What follows belongs to an exercise in optimizing a design on an open flow for small area, a short achievable clock period and few clock cycles per item; a production flow would make more cautious choices. No functional check of the RTL was part of any run shown here. No activity file was given, so power comes from the tool's default toggle rates.

==> flow/design.v (outline; a module is shown in full before it is edited, if it fits) <==
// module fpu_bpp: 10 lines
// module fpu_fa: 10 lines
// module fpu_mult_sa: 1296 lines
// module fpu_mult_sb: 382 lines
// module fpu_mult_arb: 103 lines
module fpu_mult_arb
#(
   parameter int NUM_REQ = 4
)(
   input  logic                    clk,
   input  logic                    rst,
   input  logic [NUM_REQ-1:0]      req_valid,
   output logic [NUM_REQ-1:0]      req_ready,
   input  logic [NUM_REQ*FP_W-1:0] req_a,
   input  logic [NUM_REQ*FP_W-1:0] req_b,
   output logic [NUM_REQ-1:0]      rsp_valid,
   input  logic [NUM_REQ-1:0]      rsp_ready,
   output logic [FP_W-1:0]         rsp_data,
   output logic                    busy
);
  // ...
==> flow/flow/run.sh <==
#!/bin/bash
# Layout flow: the standard layout (standard.sh: the standard synthesis,
# floorplan, power grid, placement, CTS and routing, all unchanged) with two
# settings of how the layout is made:
#   - every input and output port still gets its own buffer, but a
#     sky130_fd_sc_hd__buf_1 instead of the delay cell buffer_ports picks;
set -euo pipefail
MARGIN=5.5
cd "$(dirname "$0")/.."
bash standard.sh "BUFFER_PORTS_ARGS=-buffer_cell sky130_fd_sc_hd__buf_1" \
   "SETUP_SLACK_MARGIN=$MARGIN" finish > standard.log 2>&1
==> flow/standard.sh <==
#!/bin/bash
# synth_recipe.tcl (not shown) runs the flow's synth.tcl, then flattens the netlist and writes it again
# the make line also repeats each setting of config.mk as NAME=value (left out here)
make -C /OpenROAD-flow-scripts/flow DESIGN_CONFIG=/design/flow/config.mk WORK_HOME=/design/flow/orfs CLKGATE_MAP_FILE= SYNTH_SCRIPT=/design/flow/synth_recipe.tcl "${@:-finish}"
==> flow/config.mk <==
export PLATFORM = sky130hd
export DESIGN_NAME = fpu_mult_arb
export DESIGN_NICKNAME = fpu_mult_arb
export VERILOG_FILES = /design/flow/design.v
export SDC_FILE = /design/flow/constraint.sdc
export NUM_CORES = 4
export LEC_CHECK = 0
export CAP_MARGIN = 20
export CORE_MARGIN = 2
export CORE_UTILIZATION = 40
export SLEW_MARGIN = 20
export SYNTH_HIERARCHICAL = 1
export SYNTH_MINIMUM_KEEP_SIZE = 0
==> flow/constraint.sdc <==
create_clock -name core_clock -period 9.0 [get_ports {clk}]
set_input_delay 1.8000 -clock core_clock [delete_from_list [all_inputs] [get_ports {clk}]]
set_output_delay 1.8000 -clock core_clock [all_outputs]
set_load 0.01 [all_outputs]
==> reports/metrics.cfg, run 1 <==
[min_path]
hold_path.class = reg -> reg

[cells_and_area]
non_clock_buffer_area_share = 0.0825
clock_buffers = 45
seq_share = 0.228
inverters_excl_clock = 30
drive_above_1_share = 0.291
nNonClkBuffers = 418
final_common_cell = xnor2_1
antenna_cells = 4
num-nets-final = 2920
largest_class = multi-input combinational cells

[synthesis]
yosysTopAreaCell = fa_1
yosysWarnings = 7
netlist_area_um2 = 24100
synthSimpleGateAreaFrac = 0.0332
muxShareOfSynthArea = 0.0334
synth_cell_types = 57
ys_top_cells_by_area = fa_1, dfxtp_1, a22oi_2

[setup_path]
critPathCapture = r_hdata[26]
path_cells = fa_1 > ha_4 > nand4_1 > a31oi_1 > o21bai_1 > buf_4 > nand4_4 > a41o_4 > a31oi_4 > a311oi_2 > xnor2_2 > buf_6 > and3_4 > buf_4 > nand2_2 > xnor2_2 > mux2_2
rrSetupSlack_ns = 5.09
path_max_fanout = 3
cp-end-kind = flop
cp.required_ns = 9.30

[power_and_ir_drop]
cellLeakagePower_nw = 10.7
powerComb_mw = 0.639
switching_share = 0.265
pwr-share-comb = 0.177

[global_routing]
track_usage = 0.245
grtUsageMet3 = 0.0446
grt_pass1_vias = 19000
busiest_layer = met2

[floorplan]
coreArea_um2 = 60000
die_w_um = 250
initial_core_util = 0.402

[clocking]
cts-buffers-inserted = 34
cts.htree.levels = 2
clock_latency_ns = 0.55
cts_buffer_depth = 3

[routing]
top_layer = met4

[timing]
post-route-min-period_ns = 3.91
worst-slew-pin-transition_ns = 1.05

[placement]
dp.cells = 2986

[status]
status = complete, no violations

[flow_run]
max_cap_violations = 0

==> module fpu_mult_arb, before the edit <==
module fpu_mult_arb
#(
   parameter int NUM_REQ = 4
)(
   input  logic                    clk,
   input  logic                    rst,
   input  logic [NUM_REQ-1:0]      req_valid,
   output logic [NUM_REQ-1:0]      req_ready,
   input  logic [NUM_REQ*FP_W-1:0] req_a,
   input  logic [NUM_REQ*FP_W-1:0] req_b,
   output logic [NUM_REQ-1:0]      rsp_valid,
   input  logic [NUM_REQ-1:0]      rsp_ready,
   output logic [FP_W-1:0]         rsp_data,
   output logic                    busy
);
   localparam int NC = MULT_CUT_W;
   logic [3:0]  r_ptr;       
   logic        r_v1;        
   logic [3:0]  r_rdy;       
   logic [3:0]  r_hown;      
   logic        r_kv;        
   logic [3:0]  r_kown;      
   logic        r_busy;
   logic [22:0] r1_ma, r1_mb;
   logic [7:0]  r1_e;
   logic        r1_s;
   logic [NC-1:0] r2_cut;
   logic [7:0]  r2_e;
   logic        r2_s;
   logic [31:0] r_hdata, r_kdata;
   wire [3:0] w_own1 = {r_ptr[0], r_ptr[3:1]};
   wire [3:0] w_own2 = r_rdy;
   logic [31:0] w_a, w_b;
   always_comb begin
      w_a = '0;
      w_b = '0;
      for (int i = 0; i < 4; i++) begin
         w_a = w_a | (req_a[i*32 +: 32] & {32{r_ptr[i]}});
         w_b = w_b | (req_b[i*32 +: 32] & {32{r_ptr[i]}});
      end
   end
   logic [NC-1:0] w_cut;
   fpu_mult_sa u_sa (.ma(r1_ma), .mb(r1_mb), .cut(w_cut));
   logic [24:0] w_hi;
   fpu_mult_sb u_sb (.cut(r2_cut), .hi(w_hi));
   wire [7:0]  w_e1  = r2_e + 8'd1;
   wire [31:0] w_res = w_hi[24] ? {r2_s, w_e1, w_hi[23:1]} : {r2_s, r2_e, w_hi[22:0]};
   wire w_taken = |(r_hown & rsp_ready);
   wire w_hfree = ~(|r_hown) | w_taken;
   wire w_acc   = |r_rdy;
   wire w_kv_n  = w_hfree ? (r_kv & w_acc) : (r_kv | w_acc);
   wire w_drop  = r_v1 & w_kv_n;
   always_ff @(posedge clk or posedge rst) begin
      if (rst) begin
         r_ptr  <= 4'b0001;
         r_v1   <= 1'b0;
         r_rdy  <= '0;
         r_hown <= '0;
         r_kv   <= 1'b0;
         r_kown <= '0;
         r_busy <= 1'b0;
      end else begin
         if (w_hfree) begin
            if (r_kv) begin
               r_hown <= r_kown;
               r_kown <= w_own2;
            end else begin
               r_hown <= w_acc ? w_own2 : 4'b0;
            end
         end else if (w_acc) begin
            r_kown <= w_own2;
         end
         r_kv   <= w_kv_n;
         r_busy <= ~w_hfree | r_kv | w_acc;
         if (w_drop) begin
            r_v1  <= 1'b0;
            r_rdy <= '0;
            r_ptr <= w_own1;
         end else begin
            r_v1  <= |(req_valid & r_ptr);
            r_rdy <= {4{r_v1}} & w_own1;
            r_ptr <= {r_ptr[2:0], r_ptr[3]};
         end
      end
   end
   always_ff @(posedge clk) begin
      r1_ma  <= w_a[22:0];
      r1_mb  <= w_b[22:0];
      r1_e   <= w_a[30:23] + w_b[30:23] + 8'd129;    
      r1_s   <= w_a[31] ^ w_b[31];
      r2_cut <= w_cut;
      r2_e   <= r1_e;
      r2_s   <= r1_s;
      if (w_hfree)
         r_hdata <= r_kv ? r_kdata : w_res;
      if (~(r_kv & ~w_hfree))
         r_kdata <= w_res;
   end
   assign req_ready = r_rdy;
   assign rsp_valid = r_hown;
   assign rsp_data  = r_hdata;
   assign busy      = r_busy;
endmodule
==> run 2, diff against run 1 <==
--- a/flow/design.v
+++ b/flow/design.v
@@ -34,18 +34,17 @@
    input  wire [22:0] mb,
    output wire [139:0] cut
 );
    wire [24:0] B = {1'b0, 1'b1, mb};
    wire [24:0] A = {1'b0, 1'b1, ma};
    wire neg0 = B[1];
    wire one0 = B[0] ^ 1'b0;
    wire two0 = (B[1] & ~B[0] & ~1'b0) | (~B[1] & B[0] & 1'b0);
-   wire bp1;
-   fpu_bpp u_bp1 (.one(one0), .two(two0), .neg(neg0), .a0(A[0]), .a1(1'b0), .p(bp1));
+   wire bp1 = (one0 & A[0]) ^ neg0;
    wire bp2;
    fpu_bpp u_bp2 (.one(one0), .two(two0), .neg(neg0), .a0(A[1]), .a1(A[0]), .p(bp2));
    wire bp3;
    fpu_bpp u_bp3 (.one(one0), .two(two0), .neg(neg0), .a0(A[2]), .a1(A[1]), .p(bp3));
    wire bp4;
    fpu_bpp u_bp4 (.one(one0), .two(two0), .neg(neg0), .a0(A[3]), .a1(A[2]), .p(bp4));
    wire bp5;
    fpu_bpp u_bp5 (.one(one0), .two(two0), .neg(neg0), .a0(A[4]), .a1(A[3]), .p(bp5));
@@ -80,26 +79,23 @@
    wire bp20;
    fpu_bpp u_bp20 (.one(one0), .two(two0), .neg(neg0), .a0(A[19]), .a1(A[18]), .p(bp20));
    wire bp21;
    fpu_bpp u_bp21 (.one(one0), .two(two0), .neg(neg0), .a0(A[20]), .a1(A[19]), .p(bp21));
    wire bp22;
    fpu_bpp u_bp22 (.one(one0), .two(two0), .neg(neg0), .a0(A[21]), .a1(A[20]), .p(bp22));
    wire bp23;
    fpu_bpp u_bp23 (.one(one0), .two(two0), .neg(neg0), .a0(A[22]), .a1(A[21]), .p(bp23));
-   wire bp24;
-   fpu_bpp u_bp24 (.one(one0), .two(two0), .neg(neg0), .a0(A[23]), .a1(A[22]), .p(bp24));
-   wire bp25;
-   fpu_bpp u_bp25 (.one(one0), .two(two0), .neg(neg0), .a0(A[24]), .a1(A[23]), .p(bp25));
+   wire bp24 = (one0 | (two0 & A[22])) ^ neg0;
+   wire bp25 = two0 ^ neg0;
    wire se_n0 = ~neg0;
    wire neg1 = B[3];
    wire one1 = B[2] ^ B[1];
    wire two1 = (B[3] & ~B[2] & ~B[1]) | (~B[3] & B[2] & B[1]);
-   wire bp26;
-   fpu_bpp u_bp26 (.one(one1), .two(two1), .neg(neg1), .a0(A[0]), .a1(1'b0), .p(bp26));
+   wire bp26 = (one1 & A[0]) ^ neg1;
    wire bp27;
    fpu_bpp u_bp27 (.one(one1), .two(two1), .neg(neg1), .a0(A[1]), .a1(A[0]), .p(bp27));
    wire bp28;
    fpu_bpp u_bp28 (.one(one1), .two(two1), .neg(neg1), .a0(A[2]), .a1(A[1]), .p(bp28));
    wire bp29;
    fpu_bpp u_bp29 (.one(one1), .two(two1), .neg(neg1), .a0(A[3]), .a1(A[2]), .p(bp29));
    wire bp30;
    fpu_bpp u_bp30 (.one(one1), .two(two1), .neg(neg1), .a0(A[4]), .a1(A[3]), .p(bp30));
@@ -134,26 +130,23 @@
    wire bp45;
    fpu_bpp u_bp45 (.one(one1), .two(two1), .neg(neg1), .a0(A[19]), .a1(A[18]), .p(bp45));
    wire bp46;
    fpu_bpp u_bp46 (.one(one1), .two(two1), .neg(neg1), .a0(A[20]), .a1(A[19]), .p(bp46));
    wire bp47;
    fpu_bpp u_bp47 (.one(one1), .two(two1), .neg(neg1), .a0(A[21]), .a1(A[20]), .p(bp47));
    wire bp48;
    fpu_bpp u_bp48 (.one(one1), .two(two1), .neg(neg1), .a0(A[22]), .a1(A[21]), .p(bp48));
-   wire bp49;
-   fpu_bpp u_bp49 (.one(one1), .two(two1), .neg(neg1), .a0(A[23]), .a1(A[22]), .p(bp49));
-   wire bp50;
-   fpu_bpp u_bp50 (.one(one1), .two(two1), .neg(neg1), .a0(A[24]), .a1(A[23]), .p(bp50));
+   wire bp49 = (one1 | (two1 & A[22])) ^ neg1;
+   wire bp50 = two1 ^ neg1;
    wire se51 = ~neg1;
    wire neg2 = B[5];
    wire one2 = B[4] ^ B[3];
    wire two2 = (B[5] & ~B[4] & ~B[3]) | (~B[5] & B[4] & B[3]);
-   wire bp52;
-   fpu_bpp u_bp52 (.one(one2), .two(two2), .neg(neg2), .a0(A[0]), .a1(1'b0), .p(bp52));
+   wire bp52 = (one2 & A[0]) ^ neg2;
    wire bp53;
    fpu_bpp u_bp53 (.one(one2), .two(two2), .neg(neg2), .a0(A[1]), .a1(A[0]), .p(bp53));
    wire bp54;
    fpu_bpp u_bp54 (.one(one2), .two(two2), .neg(neg2), .a0(A[2]), .a1(A[1]), .p(bp54));
    wire bp55;
    fpu_bpp u_bp55 (.one(one2), .two(two2), .neg(neg2), .a0(A[3]), .a1(A[2]), .p(bp55));
    wire bp56;
    fpu_bpp u_bp56 (.one(one2), .two(two2), .neg(neg2), .a0(A[4]), .a1(A[3]), .p(bp56));
@@ -188,26 +181,23 @@
    wire bp71;
    fpu_bpp u_bp71 (.one(one2), .two(two2), .neg(neg2), .a0(A[19]), .a1(A[18]), .p(bp71));
    wire bp72;
    fpu_bpp u_bp72 (.one(one2), .two(two2), .neg(neg2), .a0(A[20]), .a1(A[19]), .p(bp72));
    wire bp73;
    fpu_bpp u_bp73 (.one(one2), .two(two2), .neg(neg2), .a0(A[21]), .a1(A[20]), .p(bp73));
    wire bp74;
    fpu_bpp u_bp74 (.one(one2), .two(two2), .neg(neg2), .a0(A[22]), .a1(A[21]), .p(bp74));
-   wire bp75;
-   fpu_bpp u_bp75 (.one(one2), .two(two2), .neg(neg2), .a0(A[23]), .a1(A[22]), .p(bp75));
-   wire bp76;
-   fpu_bpp u_bp76 (.one(one2), .two(two2), .neg(neg2), .a0(A[24]), .a1(A[23]), .p(bp76));
+   wire bp75 = (one2 | (two2 & A[22])) ^ neg2;
+   wire bp76 = two2 ^ neg2;
    wire se77 = ~neg2;
    wire neg3 = B[7];
    wire one3 = B[6] ^ B[5];
    wire two3 = (B[7] & ~B[6] & ~B[5]) | (~B[7] & B[6] & B[5]);
-   wire bp78;
-   fpu_bpp u_bp78 (.one(one3), .two(two3), .neg(neg3), .a0(A[0]), .a1(1'b0), .p(bp78));
+   wire bp78 = (one3 & A[0]) ^ neg3;
    wire bp79;
    fpu_bpp u_bp79 (.one(one3), .two(two3), .neg(neg3), .a0(A[1]), .a1(A[0]), .p(bp79));
    wire bp80;
    fpu_bpp u_bp80 (.one(one3), .two(two3), .neg(neg3), .a0(A[2]), .a1(A[1]), .p(bp80));
    wire bp81;
    fpu_bpp u_bp81 (.one(one3), .two(two3), .neg(neg3), .a0(A[3]), .a1(A[2]), .p(bp81));
    wire bp82;
    fpu_bpp u_bp82 (.one(one3), .two(two3), .neg(neg3), .a0(A[4]), .a1(A[3]), .p(bp82));
@@ -242,26 +232,23 @@
    wire bp97;
    fpu_bpp u_bp97 (.one(one3), .two(two3), .neg(neg3), .a0(A[19]), .a1(A[18]), .p(bp97));
    wire bp98;
    fpu_bpp u_bp98 (.one(one3), .two(two3), .neg(neg3), .a0(A[20]), .a1(A[19]), .p(bp98));
    wire bp99;
    fpu_bpp u_bp99 (.one(one3), .two(two3), .neg(neg3), .a0(A[21]), .a1(A[20]), .p(bp99));
    wire bp100;
    fpu_bpp u_bp100 (.one(one3), .two(two3), .neg(neg3), .a0(A[22]), .a1(A[21]), .p(bp100));
-   wire bp101;
-   fpu_bpp u_bp101 (.one(one3), .two(two3), .neg(neg3), .a0(A[23]), .a1(A[22]), .p(bp101));
-   wire bp102;
-   fpu_bpp u_bp102 (.one(one3), .two(two3), .neg(neg3), .a0(A[24]), .a1(A[23]), .p(bp102));
+   wire bp101 = (one3 | (two3 & A[22])) ^ neg3;
+   wire bp102 = two3 ^ neg3;
    wire se103 = ~neg3;
    wire neg4 = B[9];
    wire one4 = B[8] ^ B[7];
    wire two4 = (B[9] & ~B[8] & ~B[7]) | (~B[9] & B[8] & B[7]);
-   wire bp104;
-   fpu_bpp u_bp104 (.one(one4), .two(two4), .neg(neg4), .a0(A[0]), .a1(1'b0), .p(bp104));
+   wire bp104 = (one4 & A[0]) ^ neg4;
    wire bp105;
    fpu_bpp u_bp105 (.one(one4), .two(two4), .neg(neg4), .a0(A[1]), .a1(A[0]), .p(bp105));
    wire bp106;
    fpu_bpp u_bp106 (.one(one4), .two(two4), .neg(neg4), .a0(A[2]), .a1(A[1]), .p(bp106));
    wire bp107;
    fpu_bpp u_bp107 (.one(one4), .two(two4), .neg(neg4), .a0(A[3]), .a1(A[2]), .p(bp107));
    wire bp108;
    fpu_bpp u_bp108 (.one(one4), .two(two4), .neg(neg4), .a0(A[4]), .a1(A[3]), .p(bp108));
@@ -296,26 +283,23 @@
    wire bp123;
    fpu_bpp u_bp123 (.one(one4), .two(two4), .neg(neg4), .a0(A[19]), .a1(A[18]), .p(bp123));
    wire bp124;
    fpu_bpp u_bp124 (.one(one4), .two(two4), .neg(neg4), .a0(A[20]), .a1(A[19]), .p(bp124));
    wire bp125;
    fpu_bpp u_bp125 (.one(one4), .two(two4), .neg(neg4), .a0(A[21]), .a1(A[20]), .p(bp125));
    wire bp126;
    fpu_bpp u_bp126 (.one(one4), .two(two4), .neg(neg4), .a0(A[22]), .a1(A[21]), .p(bp126));
-   wire bp127;
-   fpu_bpp u_bp127 (.one(one4), .two(two4), .neg(neg4), .a0(A[23]), .a1(A[22]), .p(bp127));
-   wire bp128;
-   fpu_bpp u_bp128 (.one(one4), .two(two4), .neg(neg4), .a0(A[24]), .a1(A[23]), .p(bp128));
+   wire bp127 = (one4 | (two4 & A[22])) ^ neg4;
+   wire bp128 = two4 ^ neg4;
    wire se129 = ~neg4;
    wire neg5 = B[11];
    wire one5 = B[10] ^ B[9];
    wire two5 = (B[11] & ~B[10] & ~B[9]) | (~B[11] & B[10] & B[9]);
-   wire bp130;
-   fpu_bpp u_bp130 (.one(one5), .two(two5), .neg(neg5), .a0(A[0]), .a1(1'b0), .p(bp130));
+   wire bp130 = (one5 & A[0]) ^ neg5;
    wire bp131;
    fpu_bpp u_bp131 (.one(one5), .two(two5), .neg(neg5), .a0(A[1]), .a1(A[0]), .p(bp131));
    wire bp132;
    fpu_bpp u_bp132 (.one(one5), .two(two5), .neg(neg5), .a0(A[2]), .a1(A[1]), .p(bp132));
    wire bp133;
    fpu_bpp u_bp133 (.one(one5), .two(two5), .neg(neg5), .a0(A[3]), .a1(A[2]), .p(bp133));
    wire bp134;
    fpu_bpp u_bp134 (.one(one5), .two(two5), .neg(neg5), .a0(A[4]), .a1(A[3]), .p(bp134));
@@ -350,26 +334,23 @@
    wire bp149;
    fpu_bpp u_bp149 (.one(one5), .two(two5), .neg(neg5), .a0(A[19]), .a1(A[18]), .p(bp149));
    wire bp150;
    fpu_bpp u_bp150 (.one(one5), .two(two5), .neg(neg5), .a0(A[20]), .a1(A[19]), .p(bp150));
    wire bp151;
    fpu_bpp u_bp151 (.one(one5), .two(two5), .neg(neg5), .a0(A[21]), .a1(A[20]), .p(bp151));
    wire bp152;
    fpu_bpp u_bp152 (.one(one5), .two(two5), .neg(neg5), .a0(A[22]), .a1(A[21]), .p(bp152));
-   wire bp153;
-   fpu_bpp u_bp153 (.one(one5), .two(two5), .neg(neg5), .a0(A[23]), .a1(A[22]), .p(bp153));
-   wire bp154;
-   fpu_bpp u_bp154 (.one(one5), .two(two5), .neg(neg5), .a0(A[24]), .a1(A[23]), .p(bp154));
+   wire bp153 = (one5 | (two5 & A[22])) ^ neg5;
+   wire bp154 = two5 ^ neg5;
    wire se155 = ~neg5;
    wire neg6 = B[13];
    wire one6 = B[12] ^ B[11];
    wire two6 = (B[13] & ~B[12] & ~B[11]) | (~B[13] & B[12] & B[11]);
-   wire bp156;
-   fpu_bpp u_bp156 (.one(one6), .two(two6), .neg(neg6), .a0(A[0]), .a1(1'b0), .p(bp156));
+   wire bp156 = (one6 & A[0]) ^ neg6;
    wire bp157;
    fpu_bpp u_bp157 (.one(one6), .two(two6), .neg(neg6), .a0(A[1]), .a1(A[0]), .p(bp157));
    wire bp158;
    fpu_bpp u_bp158 (.one(one6), .two(two6), .neg(neg6), .a0(A[2]), .a1(A[1]), .p(bp158));
    wire bp159;
    fpu_bpp u_bp159 (.one(one6), .two(two6), .neg(neg6), .a0(A[3]), .a1(A[2]), .p(bp159));
    wire bp160;
    fpu_bpp u_bp160 (.one(one6), .two(two6), .neg(neg6), .a0(A[4]), .a1(A[3]), .p(bp160));
@@ -404,26 +385,23 @@
    wire bp175;
    fpu_bpp u_bp175 (.one(one6), .two(two6), .neg(neg6), .a0(A[19]), .a1(A[18]), .p(bp175));
    wire bp176;
    fpu_bpp u_bp176 (.one(one6), .two(two6), .neg(neg6), .a0(A[20]), .a1(A[19]), .p(bp176));
    wire bp177;
    fpu_bpp u_bp177 (.one(one6), .two(two6), .neg(neg6), .a0(A[21]), .a1(A[20]), .p(bp177));
    wire bp178;
    fpu_bpp u_bp178 (.one(one6), .two(two6), .neg(neg6), .a0(A[22]), .a1(A[21]), .p(bp178));
-   wire bp179;
-   fpu_bpp u_bp179 (.one(one6), .two(two6), .neg(neg6), .a0(A[23]), .a1(A[22]), .p(bp179));
-   wire bp180;
-   fpu_bpp u_bp180 (.one(one6), .two(two6), .neg(neg6), .a0(A[24]), .a1(A[23]), .p(bp180));
+   wire bp179 = (one6 | (two6 & A[22])) ^ neg6;
+   wire bp180 = two6 ^ neg6;
    wire se181 = ~neg6;
    wire neg7 = B[15];
    wire one7 = B[14] ^ B[13];
    wire two7 = (B[15] & ~B[14] & ~B[13]) | (~B[15] & B[14] & B[13]);
-   wire bp182;
-   fpu_bpp u_bp182 (.one(one7), .two(two7), .neg(neg7), .a0(A[0]), .a1(1'b0), .p(bp182));
+   wire bp182 = (one7 & A[0]) ^ neg7;
    wire bp183;
    fpu_bpp u_bp183 (.one(one7), .two(two7), .neg(neg7), .a0(A[1]), .a1(A[0]), .p(bp183));
    wire bp184;
    fpu_bpp u_bp184 (.one(one7), .two(two7), .neg(neg7), .a0(A[2]), .a1(A[1]), .p(bp184));
    wire bp185;
    fpu_bpp u_bp185 (.one(one7), .two(two7), .neg(neg7), .a0(A[3]), .a1(A[2]), .p(bp185));
    wire bp186;
    fpu_bpp u_bp186 (.one(one7), .two(two7), .neg(neg7), .a0(A[4]), .a1(A[3]), .p(bp186));
@@ -458,26 +436,23 @@
    wire bp201;
    fpu_bpp u_bp201 (.one(one7), .two(two7), .neg(neg7), .a0(A[19]), .a1(A[18]), .p(bp201));
    wire bp202;
    fpu_bpp u_bp202 (.one(one7), .two(two7), .neg(neg7), .a0(A[20]), .a1(A[19]), .p(bp202));
    wire bp203;
    fpu_bpp u_bp203 (.one(one7), .two(two7), .neg(neg7), .a0(A[21]), .a1(A[20]), .p(bp203));
    wire bp204;
    fpu_bpp u_bp204 (.one(one7), .two(two7), .neg(neg7), .a0(A[22]), .a1(A[21]), .p(bp204));
-   wire bp205;
-   fpu_bpp u_bp205 (.one(one7), .two(two7), .neg(neg7), .a0(A[23]), .a1(A[22]), .p(bp205));
-   wire bp206;
-   fpu_bpp u_bp206 (.one(one7), .two(two7), .neg(neg7), .a0(A[24]), .a1(A[23]), .p(bp206));
+   wire bp205 = (one7 | (two7 & A[22])) ^ neg7;
+   wire bp206 = two7 ^ neg7;
    wire se207 = ~neg7;
    wire neg8 = B[17];
    wire one8 = B[16] ^ B[15];
    wire two8 = (B[17] & ~B[16] & ~B[15]) | (~B[17] & B[16] & B[15]);
-   wire bp208;
-   fpu_bpp u_bp208 (.one(one8), .two(two8), .neg(neg8), .a0(A[0]), .a1(1'b0), .p(bp208));
+   wire bp208 = (one8 & A[0]) ^ neg8;
    wire bp209;
    fpu_bpp u_bp209 (.one(one8), .two(two8), .neg(neg8), .a0(A[1]), .a1(A[0]), .p(bp209));
    wire bp210;
    fpu_bpp u_bp210 (.one(one8), .two(two8), .neg(neg8), .a0(A[2]), .a1(A[1]), .p(bp210));
    wire bp211;
    fpu_bpp u_bp211 (.one(one8), .two(two8), .neg(neg8), .a0(A[3]), .a1(A[2]), .p(bp211));
    wire bp212;
    fpu_bpp u_bp212 (.one(one8), .two(two8), .neg(neg8), .a0(A[4]), .a1(A[3]), .p(bp212));
@@ -512,26 +487,23 @@
    wire bp227;
    fpu_bpp u_bp227 (.one(one8), .two(two8), .neg(neg8), .a0(A[19]), .a1(A[18]), .p(bp227));
    wire bp228;
    fpu_bpp u_bp228 (.one(one8), .two(two8), .neg(neg8), .a0(A[20]), .a1(A[19]), .p(bp228));
    wire bp229;
    fpu_bpp u_bp229 (.one(one8), .two(two8), .neg(neg8), .a0(A[21]), .a1(A[20]), .p(bp229));
    wire bp230;
    fpu_bpp u_bp230 (.one(one8), .two(two8), .neg(neg8), .a0(A[22]), .a1(A[21]), .p(bp230));
-   wire bp231;
-   fpu_bpp u_bp231 (.one(one8), .two(two8), .neg(neg8), .a0(A[23]), .a1(A[22]), .p(bp231));
-   wire bp232;
-   fpu_bpp u_bp232 (.one(one8), .two(two8), .neg(neg8), .a0(A[24]), .a1(A[23]), .p(bp232));
+   wire bp231 = (one8 | (two8 & A[22])) ^ neg8;
+   wire bp232 = two8 ^ neg8;
    wire se233 = ~neg8;
    wire neg9 = B[19];
    wire one9 = B[18] ^ B[17];
    wire two9 = (B[19] & ~B[18] & ~B[17]) | (~B[19] & B[18] & B[17]);
-   wire bp234;
-   fpu_bpp u_bp234 (.one(one9), .two(two9), .neg(neg9), .a0(A[0]), .a1(1'b0), .p(bp234));
+   wire bp234 = (one9 & A[0]) ^ neg9;
    wire bp235;
    fpu_bpp u_bp235 (.one(one9), .two(two9), .neg(neg9), .a0(A[1]), .a1(A[0]), .p(bp235));
    wire bp236;
    fpu_bpp u_bp236 (.one(one9), .two(two9), .neg(neg9), .a0(A[2]), .a1(A[1]), .p(bp236));
    wire bp237;
    fpu_bpp u_bp237 (.one(one9), .two(two9), .neg(neg9), .a0(A[3]), .a1(A[2]), .p(bp237));
    wire bp238;
    fpu_bpp u_bp238 (.one(one9), .two(two9), .neg(neg9), .a0(A[4]), .a1(A[3]), .p(bp238));
@@ -566,26 +538,23 @@
    wire bp253;
    fpu_bpp u_bp253 (.one(one9), .two(two9), .neg(neg9), .a0(A[19]), .a1(A[18]), .p(bp253));
    wire bp254;
    fpu_bpp u_bp254 (.one(one9), .two(two9), .neg(neg9), .a0(A[20]), .a1(A[19]), .p(bp254));
    wire bp255;
    fpu_bpp u_bp255 (.one(one9), .two(two9), .neg(neg9), .a0(A[21]), .a1(A[20]), .p(bp255));
    wire bp256;
    fpu_bpp u_bp256 (.one(one9), .two(two9), .neg(neg9), .a0(A[22]), .a1(A[21]), .p(bp256));
-   wire bp257;
-   fpu_bpp u_bp257 (.one(one9), .two(two9), .neg(neg9), .a0(A[23]), .a1(A[22]), .p(bp257));
-   wire bp258;
-   fpu_bpp u_bp258 (.one(one9), .two(two9), .neg(neg9), .a0(A[24]), .a1(A[23]), .p(bp258));
+   wire bp257 = (one9 | (two9 & A[22])) ^ neg9;
+   wire bp258 = two9 ^ neg9;
    wire se259 = ~neg9;
    wire neg10 = B[21];
    wire one10 = B[20] ^ B[19];
    wire two10 = (B[21] & ~B[20] & ~B[19]) | (~B[21] & B[20] & B[19]);
-   wire bp260;
-   fpu_bpp u_bp260 (.one(one10), .two(two10), .neg(neg10), .a0(A[0]), .a1(1'b0), .p(bp260));
+   wire bp260 = (one10 & A[0]) ^ neg10;
    wire bp261;
    fpu_bpp u_bp261 (.one(one10), .two(two10), .neg(neg10), .a0(A[1]), .a1(A[0]), .p(bp261));
    wire bp262;
    fpu_bpp u_bp262 (.one(one10), .two(two10), .neg(neg10), .a0(A[2]), .a1(A[1]), .p(bp262));
    wire bp263;
    fpu_bpp u_bp263 (.one(one10), .two(two10), .neg(neg10), .a0(A[3]), .a1(A[2]), .p(bp263));
    wire bp264;
    fpu_bpp u_bp264 (.one(one10), .two(two10), .neg(neg10), .a0(A[4]), .a1(A[3]), .p(bp264));
@@ -620,26 +589,23 @@
    wire bp279;
    fpu_bpp u_bp279 (.one(one10), .two(two10), .neg(neg10), .a0(A[19]), .a1(A[18]), .p(bp279));
    wire bp280;
    fpu_bpp u_bp280 (.one(one10), .two(two10), .neg(neg10), .a0(A[20]), .a1(A[19]), .p(bp280));
    wire bp281;
    fpu_bpp u_bp281 (.one(one10), .two(two10), .neg(neg10), .a0(A[21]), .a1(A[20]), .p(bp281));
    wire bp282;
    fpu_bpp u_bp282 (.one(one10), .two(two10), .neg(neg10), .a0(A[22]), .a1(A[21]), .p(bp282));
-   wire bp283;
-   fpu_bpp u_bp283 (.one(one10), .two(two10), .neg(neg10), .a0(A[23]), .a1(A[22]), .p(bp283));
-   wire bp284;
-   fpu_bpp u_bp284 (.one(one10), .two(two10), .neg(neg10), .a0(A[24]), .a1(A[23]), .p(bp284));
+   wire bp283 = (one10 | (two10 & A[22])) ^ neg10;
+   wire bp284 = two10 ^ neg10;
    wire se285 = ~neg10;
    wire neg11 = B[23];
    wire one11 = B[22] ^ B[21];
    wire two11 = (B[23] & ~B[22] & ~B[21]) | (~B[23] & B[22] & B[21]);
-   wire bp286;
-   fpu_bpp u_bp286 (.one(one11), .two(two11), .neg(neg11), .a0(A[0]), .a1(1'b0), .p(bp286));
+   wire bp286 = (one11 & A[0]) ^ neg11;
    wire bp287;
    fpu_bpp u_bp287 (.one(one11), .two(two11), .neg(neg11), .a0(A[1]), .a1(A[0]), .p(bp287));
    wire bp288;
    fpu_bpp u_bp288 (.one(one11), .two(two11), .neg(neg11), .a0(A[2]), .a1(A[1]), .p(bp288));
    wire bp289;
    fpu_bpp u_bp289 (.one(one11), .two(two11), .neg(neg11), .a0(A[3]), .a1(A[2]), .p(bp289));
    wire bp290;
    fpu_bpp u_bp290 (.one(one11), .two(two11), .neg(neg11), .a0(A[4]), .a1(A[3]), .p(bp290));
@@ -674,20 +640,18 @@
    wire bp305;
    fpu_bpp u_bp305 (.one(one11), .two(two11), .neg(neg11), .a0(A[19]), .a1(A[18]), .p(bp305));
    wire bp306;
    fpu_bpp u_bp306 (.one(one11), .two(two11), .neg(neg11), .a0(A[20]), .a1(A[19]), .p(bp306));
    wire bp307;
    fpu_bpp u_bp307 (.one(one11), .two(two11), .neg(neg11), .a0(A[21]), .a1(A[20]), .p(bp307));
    wire bp308;
    fpu_bpp u_bp308 (.one(one11), .two(two11), .neg(neg11), .a0(A[22]), .a1(A[21]), .p(bp308));
-   wire bp309;
-   fpu_bpp u_bp309 (.one(one11), .two(two11), .neg(neg11), .a0(A[23]), .a1(A[22]), .p(bp309));
-   wire bp310;
-   fpu_bpp u_bp310 (.one(one11), .two(two11), .neg(neg11), .a0(A[24]), .a1(A[23]), .p(bp310));
+   wire bp309 = (one11 | (two11 & A[22])) ^ neg11;
+   wire bp310 = two11 ^ neg11;
    wire se311 = ~neg11;
    wire s312 = bp17 ^ bp40;
    wire c313 = bp17 & bp40;
    wire s314 = bp18 ^ bp41;
    wire c315 = bp18 & bp41;
    wire s316, c317;
    fpu_fa u_s316 (.a(bp19), .b(bp42), .c(bp66), .s(s316), .co(c317));
    wire s318 = bp90 ^ bp114;
@@ -751,42 +715,42 @@
    wire s376, c377;
    fpu_fa u_s376 (.a(A[3]), .b(se51), .c(bp75), .s(s376), .co(c377));
    wire s378, c379;
    fpu_fa u_s378 (.a(bp99), .b(bp123), .c(bp147), .s(s378), .co(c379));
    wire s380, c381;
    fpu_fa u_s380 (.a(bp171), .b(bp195), .c(bp219), .s(s380), .co(c381));
    wire s382, c383;
    fpu_fa u_s382 (.a(bp243), .b(bp267), .c(bp291), .s(s382), .co(c383));
-   wire s384, c385;
-   fpu_fa u_s384 (.a(A[4]), .b(1'b1), .c(bp76), .s(s384), .co(c385));
+   wire s384 = ~(A[4] ^ bp76);
+   wire c385 = A[4] | bp76;
    wire s386, c387;
    fpu_fa u_s386 (.a(bp100), .b(bp124), .c(bp148), .s(s386), .co(c387));
    wire s388, c389;
    fpu_fa u_s388 (.a(bp172), .b(bp196), .c(bp220), .s(s388), .co(c389));
    wire s390 = bp244 ^ bp268;
    wire c391 = bp244 & bp268;
    wire s392, c393;
    fpu_fa u_s392 (.a(A[5]), .b(se77), .c(bp101), .s(s392), .co(c393));
    wire s394, c395;
    fpu_fa u_s394 (.a(bp125), .b(bp149), .c(bp173), .s(s394), .co(c395));
    wire s396, c397;
    fpu_fa u_s396 (.a(bp197), .b(bp221), .c(bp245), .s(s396), .co(c397));
-   wire s398, c399;
-   fpu_fa u_s398 (.a(A[6]), .b(1'b1), .c(bp102), .s(s398), .co(c399));
+   wire s398 = ~(A[6] ^ bp102);
+   wire c399 = A[6] | bp102;
    wire s400, c401;
    fpu_fa u_s400 (.a(bp126), .b(bp150), .c(bp174), .s(s400), .co(c401));
    wire s402 = bp198 ^ bp222;
    wire c403 = bp198 & bp222;
    wire s404, c405;
    fpu_fa u_s404 (.a(A[7]), .b(se103), .c(bp127), .s(s404), .co(c405));
    wire s406, c407;
    fpu_fa u_s406 (.a(bp151), .b(bp175), .c(bp199), .s(s406), .co(c407));
-   wire s408, c409;
-   fpu_fa u_s408 (.a(A[8]), .b(1'b1), .c(bp128), .s(s408), .co(c409));
+   wire s408 = ~(A[8] ^ bp128);
+   wire c409 = A[8] | bp128;
    wire s410 = bp152 ^ bp176;
    wire c411 = bp152 & bp176;
    wire s412, c413;
    fpu_fa u_s412 (.a(A[9]), .b(se129), .c(bp153), .s(s412), .co(c413));
    wire s414 = A[10] ^ 1'b1;
    wire c415 = A[10] & 1'b1;
    wire s416 = bp11 ^ bp34;
    wire c417 = bp11 & bp34;
@@ -927,28 +891,28 @@
    wire s552, c553;
    fpu_fa u_s552 (.a(bp274), .b(bp298), .c(c413), .s(s552), .co(c553));
    wire s554, c555;
    fpu_fa u_s554 (.a(A[11]), .b(c415), .c(se155), .s(s554), .co(c555));
    wire s556, c557;
    fpu_fa u_s556 (.a(bp179), .b(bp203), .c(bp227), .s(s556), .co(c557));
    wire s558, c559;
    fpu_fa u_s558 (.a(bp251), .b(bp275), .c(bp299), .s(s558), .co(c559));
-   wire s560, c561;
-   fpu_fa u_s560 (.a(A[12]), .b(1'b1), .c(bp180), .s(s560), .co(c561));
+   wire s560 = ~(A[12] ^ bp180);
+   wire c561 = A[12] | bp180;
    wire s562, c563;
    fpu_fa u_s562 (.a(bp204), .b(bp228), .c(bp252), .s(s562), .co(c563));
    wire s564 = bp276 ^ bp300;
    wire c565 = bp276 & bp300;
    wire s566, c567;
    fpu_fa u_s566 (.a(A[13]), .b(se181), .c(bp205), .s(s566), .co(c567));
    wire s568, c569;
    fpu_fa u_s568 (.a(bp229), .b(bp253), .c(bp277), .s(s568), .co(c569));
-   wire s570, c571;
-   fpu_fa u_s570 (.a(A[14]), .b(1'b1), .c(bp206), .s(s570), .co(c571));
+   wire s570 = ~(A[14] ^ bp206);
+   wire c571 = A[14] | bp206;
    wire s572 = bp230 ^ bp254;
    wire c573 = bp230 & bp254;
    wire s574, c575;
    fpu_fa u_s574 (.a(A[15]), .b(se207), .c(bp231), .s(s574), .co(c575));
    wire s576 = A[16] ^ 1'b1;
    wire c577 = A[16] & 1'b1;
    wire s578 = bp7 ^ bp30;
    wire c579 = bp7 & bp30;
@@ -1085,18 +1049,18 @@
    wire s710, c711;
    fpu_fa u_s710 (.a(s576), .b(bp232), .c(bp256), .s(s710), .co(c711));
    wire s712, c713;
    fpu_fa u_s712 (.a(bp280), .b(bp304), .c(c575), .s(s712), .co(c713));
    wire s714, c715;
    fpu_fa u_s714 (.a(A[17]), .b(c577), .c(se233), .s(s714), .co(c715));
    wire s716, c717;
    fpu_fa u_s716 (.a(bp257), .b(bp281), .c(bp305), .s(s716), .co(c717));
-   wire s718, c719;
-   fpu_fa u_s718 (.a(A[18]), .b(1'b1), .c(bp258), .s(s718), .co(c719));
+   wire s718 = ~(A[18] ^ bp258);
+   wire c719 = A[18] | bp258;
    wire s720 = bp282 ^ bp306;
    wire c721 = bp282 & bp306;
    wire s722, c723;
    fpu_fa u_s722 (.a(A[19]), .b(se259), .c(bp283), .s(s722), .co(c723));
    wire s724 = A[20] ^ 1'b1;
    wire c725 = A[20] & 1'b1;
    wire s726 = bp5 ^ bp28;
    wire c727 = bp5 & bp28;
@@ -1724,71 +1688,75 @@
    input  logic [NUM_REQ-1:0]      rsp_ready,
    output logic [FP_W-1:0]         rsp_data,
    output logic                    busy
 );
    localparam int NC = MULT_CUT_W;
    logic [3:0]  r_ptr;       
    logic        r_v1;        
    logic [3:0]  r_rdy;       
-   logic [3:0]  r_hown;      
-   logic        r_kv;        
-   logic [3:0]  r_kown;      
+   logic [1:0]  r_f;         
+   logic [3:0]  r_o0, r_o1;  
+   logic        r_wp;        
+   logic        r_rp;        
+   logic [3:0]  r_rv;        
    logic        r_busy;
    logic [22:0] r1_ma, r1_mb;
    logic [7:0]  r1_e;
    logic        r1_s;
    logic [NC-1:0] r2_cut;
    logic [7:0]  r2_e;
    logic        r2_s;
-   logic [31:0] r_hdata, r_kdata;
+   logic [31:0] r_d0, r_d1;   
    wire [3:0] w_own1 = {r_ptr[0], r_ptr[3:1]};
-   wire [3:0] w_own2 = r_rdy;
    logic [31:0] w_a, w_b;
    always_comb begin
       w_a = '0;
       w_b = '0;
       for (int i = 0; i < 4; i++) begin
          w_a = w_a | (req_a[i*32 +: 32] & {32{r_ptr[i]}});
          w_b = w_b | (req_b[i*32 +: 32] & {32{r_ptr[i]}});
       end
    end
    logic [NC-1:0] w_cut;
    fpu_mult_sa u_sa (.ma(r1_ma), .mb(r1_mb), .cut(w_cut));
    logic [24:0] w_hi;
    fpu_mult_sb u_sb (.cut(r2_cut), .hi(w_hi));
    wire [7:0]  w_e1  = r2_e + 8'd1;
    wire [31:0] w_res = w_hi[24] ? {r2_s, w_e1, w_hi[23:1]} : {r2_s, r2_e, w_hi[22:0]};
-   wire w_taken = |(r_hown & rsp_ready);
-   wire w_hfree = ~(|r_hown) | w_taken;
-   wire w_acc   = |r_rdy;
-   wire w_kv_n  = w_hfree ? (r_kv & w_acc) : (r_kv | w_acc);
-   wire w_drop  = r_v1 & w_kv_n;
+   wire       w_taken = |(r_rv & rsp_ready);
+   wire       w_acc   = |r_rdy;
+   wire [1:0] w_wr    = {w_acc & r_wp, w_acc & ~r_wp};
+   wire [1:0] w_rd    = {w_taken & r_rp, w_taken & ~r_rp};
+   wire [1:0] w_f_n   = (r_f & ~w_rd) | w_wr;
+   wire       w_rp_n  = r_rp ^ w_taken;
+   wire [3:0] w_o0_n  = w_wr[0] ? r_rdy : r_o0;
+   wire [3:0] w_o1_n  = w_wr[1] ? r_rdy : r_o1;
+   wire       w_full  = &w_f_n;         
+   wire       w_drop  = r_v1 & w_full;
    always_ff @(posedge clk or posedge rst) begin
       if (rst) begin
          r_ptr  <= 4'b0001;
          r_v1   <= 1'b0;
          r_rdy  <= '0;
-         r_hown <= '0;
-         r_kv   <= 1'b0;
-         r_kown <= '0;
+         r_f    <= '0;
+         r_o0   <= '0;
+         r_o1   <= '0;
+         r_wp   <= 1'b0;
+         r_rp   <= 1'b0;
+         r_rv   <= '0;
          r_busy <= 1'b0;
       end else begin
-         if (w_hfree) begin
-            if (r_kv) begin
-               r_hown <= r_kown;
-               r_kown <= w_own2;
-            end else begin
-               r_hown <= w_acc ? w_own2 : 4'b0;
-            end
-         end else if (w_acc) begin
-            r_kown <= w_own2;
-         end
-         r_kv   <= w_kv_n;
-         r_busy <= ~w_hfree | r_kv | w_acc;
+         r_f    <= w_f_n;
+         r_o0   <= w_o0_n;
+         r_o1   <= w_o1_n;
+         r_wp   <= r_wp ^ w_acc;
+         r_rp   <= w_rp_n;
+         r_rv   <= w_rp_n ? (w_f_n[1] ? w_o1_n : 4'b0) : (w_f_n[0] ? w_o0_n : 4'b0);
+         r_busy <= |w_f_n;
          if (w_drop) begin
             r_v1  <= 1'b0;
             r_rdy <= '0;
             r_ptr <= w_own1;
          end else begin
             r_v1  <= |(req_valid & r_ptr);
             r_rdy <= {4{r_v1}} & w_own1;
             r_ptr <= {r_ptr[2:0], r_ptr[3]};
@@ -1798,19 +1766,19 @@
    always_ff @(posedge clk) begin
       r1_ma  <= w_a[22:0];
       r1_mb  <= w_b[22:0];
       r1_e   <= w_a[30:23] + w_b[30:23] + 8'd129;    
       r1_s   <= w_a[31] ^ w_b[31];
       r2_cut <= w_cut;
       r2_e   <= r1_e;
       r2_s   <= r1_s;
-      if (w_hfree)
-         r_hdata <= r_kv ? r_kdata : w_res;
-      if (~(r_kv & ~w_hfree))
-         r_kdata <= w_res;
+      if (w_wr[0])
+         r_d0 <= w_res;
+      if (w_wr[1])
+         r_d1 <= w_res;
    end
    assign req_ready = r_rdy;
-   assign rsp_valid = r_hown;
-   assign rsp_data  = r_hdata;
+   assign rsp_valid = r_rv;
+   assign rsp_data  = r_rp ? r_d1 : r_d0;
    assign busy      = r_busy;
 endmodule
 `default_nettype wire
==> reports/metrics.cfg, run 2 <==
[status]
status = complete, no violations  ; unchanged

[clocking]
clock_latency_ns = 0.57  ; was 0.55 ns
cts-root-buf = clkbuf_16  ; unchanged
cts.htree.levels = 2  ; unchanged
postCtsHoldBufs = 0  ; unchanged
cts_tree = built  ; unchanged
clk_pin_slew_worst_paths_ns = 0.06  ; about the same
cts-buffers-inserted = 35  ; was 34
clock_sinks = 294  ; was 287
cts_buffer_depth = 3  ; unchanged

[synthesis]
ys_async_sr_fraction = 0.0884  ; was 0.0662
ys_ff_latch = 294  ; was 287
synth_edf_count = 64  ; unchanged
netlist_area_um2 = 24200  ; was 24100 µm²
ys_seq_area_frac = 0.275  ; was 0.269
yosysTopAreaCell = fa_1  ; unchanged
synth_cells = 2026  ; was 1942
synth_cell_types = 54  ; was 57
avgSynthCellArea_um2 = 12.0  ; was 12.4 µm²
ys_top_cells_by_area = fa_1, dfxtp_1, a22oi_2  ; unchanged
ys_top_cells_by_count = xnor2_1, a22oi_2, fa_1, dfxtp_1, buf_4  ; unchanged
ys.flop_type = dfxtp_1  ; unchanged
synth.top_cell.area_share = 0.215  ; was 0.221
synth.most_common_cell = xnor2_1  ; unchanged
yosysWarnings = 7  ; unchanged

[power_and_ir_drop]
irDropWorstVdd_mv = 0.225  ; was 0.108 mV
p_per_area_nw_per_um2 = 331  ; was 126 nW/µm²
power.total_mw = 9.55  ; was 3.62 mW
cellLeakagePower_nw = 10.2  ; was 10.7 nW

[min_path]
hold-path-cell-count = 0  ; unchanged
hp-start = r1_e[0]  ; was r1_e[4]
min_delay_worst_endpoint = r2_e[0]  ; was r2_e[4]
hold_path.class = reg -> reg  ; unchanged

[timing]
setup-violations-final = 0  ; unchanged
drv_slew = 0  ; unchanged
fmax_mhz = 265  ; was 256 MHz
fin_ws_ns = 5.23  ; was 5.09 ns
worst-slew-pin-transition_ns = 1.01  ; was 1.05 ns
clock_skew_ns = 0.0213  ; was 0.0226 ns
period_share = 0.419  ; was 0.435
rsz0062_at_grt = yes  ; unchanged
post-route-min-period_ns = 3.77  ; was 3.91 ns
max_slew_margin = 0.328  ; was 0.303
final_hold_viol_count = 0  ; unchanged
finalSetupTns_ns = 0  ; unchanged

[setup_path]
critPathKind = reg -> reg  ; unchanged
crit_top_cell = xnor2_2
regToRegEndpoint = r_d1[30]  ; was r_hdata[26]
critPathBufInv = 3  ; unchanged
cp_slowest_cell = fa_1  ; unchanged
cp-end-kind = flop  ; unchanged
cp.required_ns = 9.30  ; about the same
reg2reg_depth = 17  ; unchanged
worstSetupStartpointType = flop  ; unchanged
r2r_start = r2_cut[42]  ; was r2_cut[43]
critPathTopFamily = compound AO/OA/AOI/OAI gates  ; unchanged
path_max_fanout = 8  ; was 3
cpPeakStageDelay_ns = 0.52  ; about the same
rrSetupSlack_ns = 5.23  ; was 5.09 ns
path_cells = fa_1 > ha_4 > nand4_1 > a31oi_2 > o21bai_2 > buf_6 > nand4_4 > a41o_4 > a31oi_4 > a311oi_2 > xnor2_2 > buf_4 > buf_12 > nand3_4 > nor2_4 > nand3_2 > xnor2_2  ; was fa_1 > ha_4 > nand4_1 > a31oi_1 > o21bai_1 > buf_4 > nand4_4 > a41o_4 > a31oi_4 > a311oi_2 > xnor2_2 > buf_6 > and3_4 > buf_4 > nand2_2 > xnor2_2 > mux2_2
crit_arrival_ns = 4.07  ; was 4.21 ns

[cells_and_area]
mostFrequentLayoutCells = xnor2_1, buf_1, a22oi_2  ; unchanged
top_regs = r2_cut (140), r_d0 (32), r_d1 (32)  ; was r2_cut (140), r_hdata (32), r_kdata (32)
final_common_cell = xnor2_1  ; unchanged
drive_above_1_share = 0.284  ; was 0.291
stdcell_count = 3137  ; was 3112
synthToLayoutAreaGrowth_pct = 19.2  ; was 18.7%
num-nets-final = 2949  ; was 2920
top_register = r2_cut  ; unchanged
largest_register_ffs = 140  ; unchanged
design_area_um2 = 28900  ; was 28700 µm²

[global_routing]
globalRoute.totalOverflow = 0  ; unchanged
track_usage = 0.252  ; was 0.245
antenna_found_initial = 3  ; was 7
grt_pass1_vias = 19200  ; was 19000
grt_pass1_wl_um = 119000  ; was 116000 µm
grt_max_degree = 50  ; was 69

[flow_run]
max_cap_violations = 0  ; unchanged

[placement]
place.gp.congestion = 0.966  ; was 0.922
port_buffers = 306  ; unchanged
dpl.hpwl_um = 50500  ; was 51000 µm
dp.cells = 2988  ; was 2986
place_area_um2 = 26000  ; was 26500 µm²
place_worst_setup_slack_ns = 4.64  ; was 4.40 ns

[floorplan]
coreArea_um2 = 60100  ; was 60000 µm²
initial_core_util = 0.403  ; was 0.402
die_y_um = 250  ; about the same
die_w_um = 250  ; about the same
dieArea_um2 = 62500  ; was 62300 µm²
io_pins = 307  ; unchanged
rows = 90  ; unchanged

[routing]
wl_met2_um = 37500  ; was 37700 µm
drc = 0  ; unchanged
top_layer = met4  ; unchanged
via_per_inst = 5.73  ; was 5.56
num_vias = 18000  ; was 17300
drt-initial-drc-count = 1403  ; was 1114
met3_length_um = 6640  ; was 5200 µm
drt-wirelength-per-cell_um = 25.6  ; was 24.7 µm
wl_um = 80300  ; was 76900 µm
drt-met1-wl_um = 32900  ; was 31300 µm
first_pass_iters = 5  ; unchanged
ant_nets = 0  ; unchanged

run 2: changes by cell type after synthesis, sizes merged, moves of 12 or more:
| cell | change |
|---|---|
| a22oi | -36 |
| clkbuf | +12 |
| inv | +30 |
| nand2 | +17 |
| nand3 | +12 |
| nor2 | +17 |
| o21ai | +26 |
| xnor2 | -27 |
run 2: stage by stage:
stage | util | hold slack [ns]
final | 0.480 | 0.335
after CTS | 0.475 | 0.334
after detailed placement | 0.432 | 0.321
after global routing | 0.480 | 0.345
after global placement | 0.432 | 0.318
after floorplan | - | 0.310
run 2: logic make-up (layout without fill, tap and decap cells):
| logic type | after synthesis | in the layout | synth area share |
|---|---|---|---|
| compound gates | 517 | 520 | 0.208 |
| xor+xnor | 322 | 323 | 0.116 |
| fa+ha+maj | 360 | 360 | 0.266 |
| buf+inv | 254 | 552 | 0.0631 |
| flops | 294 | 294 | 0.275 |
| mux | 68 | 68 | 0.0314 |
| other cells | 2 | 28 | 0.000310 |
| simple gates | 209 | 210 | 0.0389 |
run 2: timing repair:
action	4_1_cts	5_1_grt
pin swaps	22	9
setup endpoints to repair	162	114
buffers inserted	57	15
cloned	9	0
resized for setup	110	55
run 2: final cells by class:
| type | count | area (µm²) |
|---|---|---|
| multi-input combinational | 1506 | 17000 |
| fill | 5453 | 31300 |
| timing repair buffer | 428 | 2690 |
| clock buffer | 47 | 983 |
| inverter | 60 | 229 |
| clock inverter | 17 | 236 |
| sequential | 294 | 6720 |
| tap | 782 | 978 |
| antenna | 3 | 7.51 |
run 2: Yosys stat by module, one instance, submodules excluded:
module        copies in the design  flip-flops and latches
fpu_bpp                        264                       0
fpu_mult_sa                      1                       0
fpu_mult_sb                      1                       0
fpu_mult_arb                     1                     294
fpu_fa                         258                       0
run 2: worst max path at each step:
stage                     slack (ns)       start  cells past startpoint         end
after floorplan                 5.25    r1_mb[1]                      9  r2_cut[69]
after global placement          4.72  r2_cut[41]                     15    r_d0[30]
after detailed placement        4.64  r2_cut[41]                     15    r_d0[30]
after CTS                       5.28  r2_cut[37]                     14     r_d0[8]
after global routing            5.07  r2_cut[42]                     17    r_d1[30]
final                           5.23  r2_cut[42]                     17    r_d1[30]
run 2: power by group:
part           internal [mW]  total, mW  switching (mW)
Combinational           2.76       5.67            2.91
Sequential              2.18       2.39           0.218
Clock                  0.895       1.49           0.596
run 2: per-layer routing:
| metal | vias to the layer above | global-route usage |
|---|---|---|
| li1 | 7723 | - |
| met1 | 9140 | 0.329 |
| met2 | 945 | 0.412 |
| met3 | 182 | 0.0528 |
| met4 | 0 | 0.0975 |
| met5 | - | 0 |

## separate check: timing with driven ports
No port has a modelled driver above. Below, the same layouts with a new extraction and two added sets of constraints. Step 1 sets driving cells, clkbuf_16 on the clock port and buf_2 on the other inputs (assumed; they add their load-dependent delay and slew). Step 2 times the ports against the registers' clock, not the clock port: input delays grow and output delays shrink by t, the midpoint of the rising clock arrivals with the driver on. Three values: ideal ports, drivers, drivers and shift; two values: the first two.
| run | shift t [ns] | slack for setup (ns) | worst data-port slew with drivers (ns) |
|---|---|---|---|
| run 1 | 0.600 | 5.088 / 5.088 / 5.088 | 0.13 |
| run 2 | 0.622 | 5.229 / 5.229 / 5.186 | 0.11 |
After both steps setup and hold are still met in every run listed. The setup slack of run 2, which loses most, moves by 0.000 ns with the drivers and by -0.043 ns with both steps.
